Context: an optimization exercise on an open-source flow, tuned for small area. The choices shown serve that exercise and are no tape-out recipe.
The RTL was checked by simulation tests, not by an equivalence proof against the original design.
Power is estimated from default activity; no workload was simulated.

Design gpr_bank, start of the top module:
module gpr_bank (
   input  logic                             rclk1,
   input  logic                             rar_reset_n,
   input  logic                             hready_i,        
   input  logic                             wr_en_i,
   input  logic                             sp_sel_en_i,
   input  logic                             sp_sel_psp_i,
   input  logic                             sp_sel_auto_i,
   input  logic                             sp_auto_i,       
   input  logic                             write_last_i,
   input  logic [gpr_cfg_pkg::ADDR_W-1:0]   wr_addr_i,
   input  logic [gpr_cfg_pkg::ADDR_W-1:0]   ra_addr_i,
   input  logic [gpr_cfg_pkg::ADDR_W-1:0]   rb_addr_i,
   input  logic [1:0]                       ls_size_i,       
   input  logic [gpr_cfg_pkg::DATA_W-1:0]   wdata_i,
   output logic [gpr_cfg_pkg::DATA_W-1:0]   ra_data_lo_o,
   output logic [gpr_cfg_pkg::DATA_W-1:0]   ra_data_hi_o,
   output logic [gpr_cfg_pkg::DATA_W-1:0]   rb_data_lo_o,
   output logic [gpr_cfg_pkg::DATA_W-1:0]   rb_data_hi_o,
   output logic [gpr_cfg_pkg::DATA_W-1:0]   hwdata_o
);
==> module gpr_aoi221, before the edit <==
module gpr_aoi221 (
   input  logic [1:0] a,
   input  logic [1:0] b,
   input  logic       c,
   output logic       y
);
   assign y = ~(|(a & b) | c);
endmodule
==> module gpr_read_merge, before the edit <==
module gpr_read_merge (
   input  logic [16*32-1:0]   q_i,        
   input  logic [15:0]        sel_i,      
   input  logic [1:0]         rst_i,      
   input  logic               rst_sp_i,   
   output gpr_cfg_pkg::data_t lo_o,       
   output gpr_cfg_pkg::data_t hi_o        
);
   for (genvar i = 0; i < 32; i++) begin : g_bit
      logic       rst_up;
      logic [7:0] ls, us;      
      logic [7:0] ld, ud;      
      logic [2:0] lp, up;      
      if (i < 2) begin : g_sp0
         assign rst_up = rst_i[1] & ~rst_sp_i;
      end else begin : g_spn
         assign rst_up = rst_i[1];
      end
      for (genvar k = 0; k < 8; k++) begin : g_k
         assign ls[k] = sel_i[k];
         assign ld[k] = q_i[32*k + i];
         assign us[k] = sel_i[8+k];
         assign ud[k] = q_i[32*(8+k) + i];
      end
      for (genvar j = 0; j < 2; j++) begin : g_j
         gpr_aoi222 u_l (.a(ls[3*j +: 3]), .b(ld[3*j +: 3]), .y(lp[j]));
         gpr_aoi222 u_u (.a(us[3*j +: 3]), .b(ud[3*j +: 3]), .y(up[j]));
      end
      gpr_aoi221 u_l2 (.a(ls[7:6]), .b(ld[7:6]), .c(rst_i[0]), .y(lp[2]));
      gpr_aoi221 u_u2 (.a(us[7:6]), .b(ud[7:6]), .c(rst_up),   .y(up[2]));
      gpr_nand3    u_lo (.a(lp), .y(lo_o[i]));
      gpr_or_nand3 u_hi (.a(up), .c(lo_o[i]), .y(hi_o[i]));
   end
endmodule
export LEC_CHECK = 0
export CAP_MARGIN = 20
export CORE_MARGIN = 2
export CORE_UTILIZATION = 55
export PLACE_DENSITY = 0.62
export SETUP_SLACK_MARGIN = 0.3
export SLEW_MARGIN = 20
export SYNTH_HIERARCHICAL = 1
create_clock -name core_clock -period 7.0 [get_ports {rclk1}]
standard.sh (not shown) runs the stock make flow with config.mk's settings and CLKGATE_MAP_FILE= SYNTH_SCRIPT=/design/flow/synth_recipe.tcl, a recipe that flattens the netlist after the stock synthesis.
==> flow/flow/run.sh <==
#!/bin/bash
# Layout flow: the standard ORFS flow, with these changes to how the
# layout is made:
#  - after floorplan, every cell is set to the smallest drive strength
#    of its family (repair_design and repair_timing size up again where
#    slew, capacitance or timing need it);
#  - ports are buffered with sky130_fd_sc_hd__buf_1;
#  - from floorplan on, buffers larger than buf_2 are not used;
#  - clock tree: clkbuf_8 throughout, sinks clustered 14 to a buffer,
#    no dummy loads;
# Each make step writes its own logs under orfs/logs; the full output of
# make is kept in flow.log here.
set -euo pipefail
here=$(pwd)
B=sky130_fd_sc_hd__clkbuf_8
export POST_FLOORPLAN_TCL=$here/flow/downsize.tcl
export BUFFER_PORTS_ARGS="-buffer_cell sky130_fd_sc_hd__buf_1"
export CTS_ARGS="-sink_clustering_enable -repair_clock_nets -buf_list $B -sink_clustering_size 14 -sink_clustering_max_diameter 60 -dont_use_dummy_load"
for s in FLOORPLAN GLOBAL_PLACE RESIZE DETAIL_PLACE CTS GLOBAL_ROUTE; do
  export PRE_${s}_TCL=$here/flow/dontuse.tcl
done
bash standard.sh > flow.log 2>&1
Other scripts of this flow, unchanged in this note and not shown: flow/flow/dontuse.tcl, flow/flow/downsize.tcl
The baseline completed with no timing, DRC or antenna violations.
Edit:
--- a/flow/design.v
+++ b/flow/design.v
@@ -154,14 +154,6 @@
 );
    assign y = ~|(a & b);
 endmodule
-module gpr_aoi221 (
-   input  logic [1:0] a,
-   input  logic [1:0] b,
-   input  logic       c,
-   output logic       y
-);
-   assign y = ~(|(a & b) | c);
-endmodule
 module gpr_nand3 (
    input  logic [2:0] a,
    output logic       y
@@ -185,8 +177,8 @@
 );
    for (genvar i = 0; i < 32; i++) begin : g_bit
       logic       rst_up;
-      logic [7:0] ls, us;      
-      logic [7:0] ld, ud;      
+      logic [8:0] ls, us;      
+      logic [8:0] ld, ud;      
       logic [2:0] lp, up;      
       if (i < 2) begin : g_sp0
          assign rst_up = rst_i[1] & ~rst_sp_i;
@@ -199,12 +191,14 @@
          assign us[k] = sel_i[8+k];
          assign ud[k] = q_i[32*(8+k) + i];
       end
-      for (genvar j = 0; j < 2; j++) begin : g_j
+      assign ls[8] = rst_i[0];
+      assign ld[8] = rst_i[0];
+      assign us[8] = rst_up;
+      assign ud[8] = rst_up;
+      for (genvar j = 0; j < 3; j++) begin : g_j
          gpr_aoi222 u_l (.a(ls[3*j +: 3]), .b(ld[3*j +: 3]), .y(lp[j]));
          gpr_aoi222 u_u (.a(us[3*j +: 3]), .b(ud[3*j +: 3]), .y(up[j]));
       end
-      gpr_aoi221 u_l2 (.a(ls[7:6]), .b(ld[7:6]), .c(rst_i[0]), .y(lp[2]));
-      gpr_aoi221 u_u2 (.a(us[7:6]), .b(ud[7:6]), .c(rst_up),   .y(up[2]));
       gpr_nand3    u_lo (.a(lp), .y(lo_o[i]));
       gpr_or_nand3 u_hi (.a(up), .c(lo_o[i]), .y(hi_o[i]));
    end
=> Die area went down by a few percent. Synthesized area went down by a few percent. Count of clock-buffer cells in the layout came out lower by 1. Routed wire length is about the same. Final cell count fell slightly. Via count rises slightly. Cell area rises slightly. Sequential share of layout area shrinks by 0.27 points. Sequential power is about the same.

separate check: timing with driven ports:
Ports are ideal in the flow. The routed layouts listed here were re-timed in OpenROAD. Step 1 assumes that a clkbuf_16 drives the clock port and a buf_2 every other input. Step 2 times the ports against the registers' clock, not the clock port: input delays grow and output delays shrink by t, the midpoint of the rising clock arrivals with the driver on. Three values: no drivers, after step 1, after step 2; two values: the first two.
| run | t (ns) | slack for setup (ns) | worst register clock-pin slew, ns |
|---|---|---|---|
| the first run | 0.704 | 0.310 / 0.287 / 0.287 | 0.10 / 0.10 |
| the second run | 0.714 | 0.503 / 0.428 / 0.428 | 0.10 / 0.10 |
After both steps setup and hold are still met in every run listed. The setup slack of the second run, which loses most, moves by -0.075 ns with the drivers and by -0.075 ns with both steps.
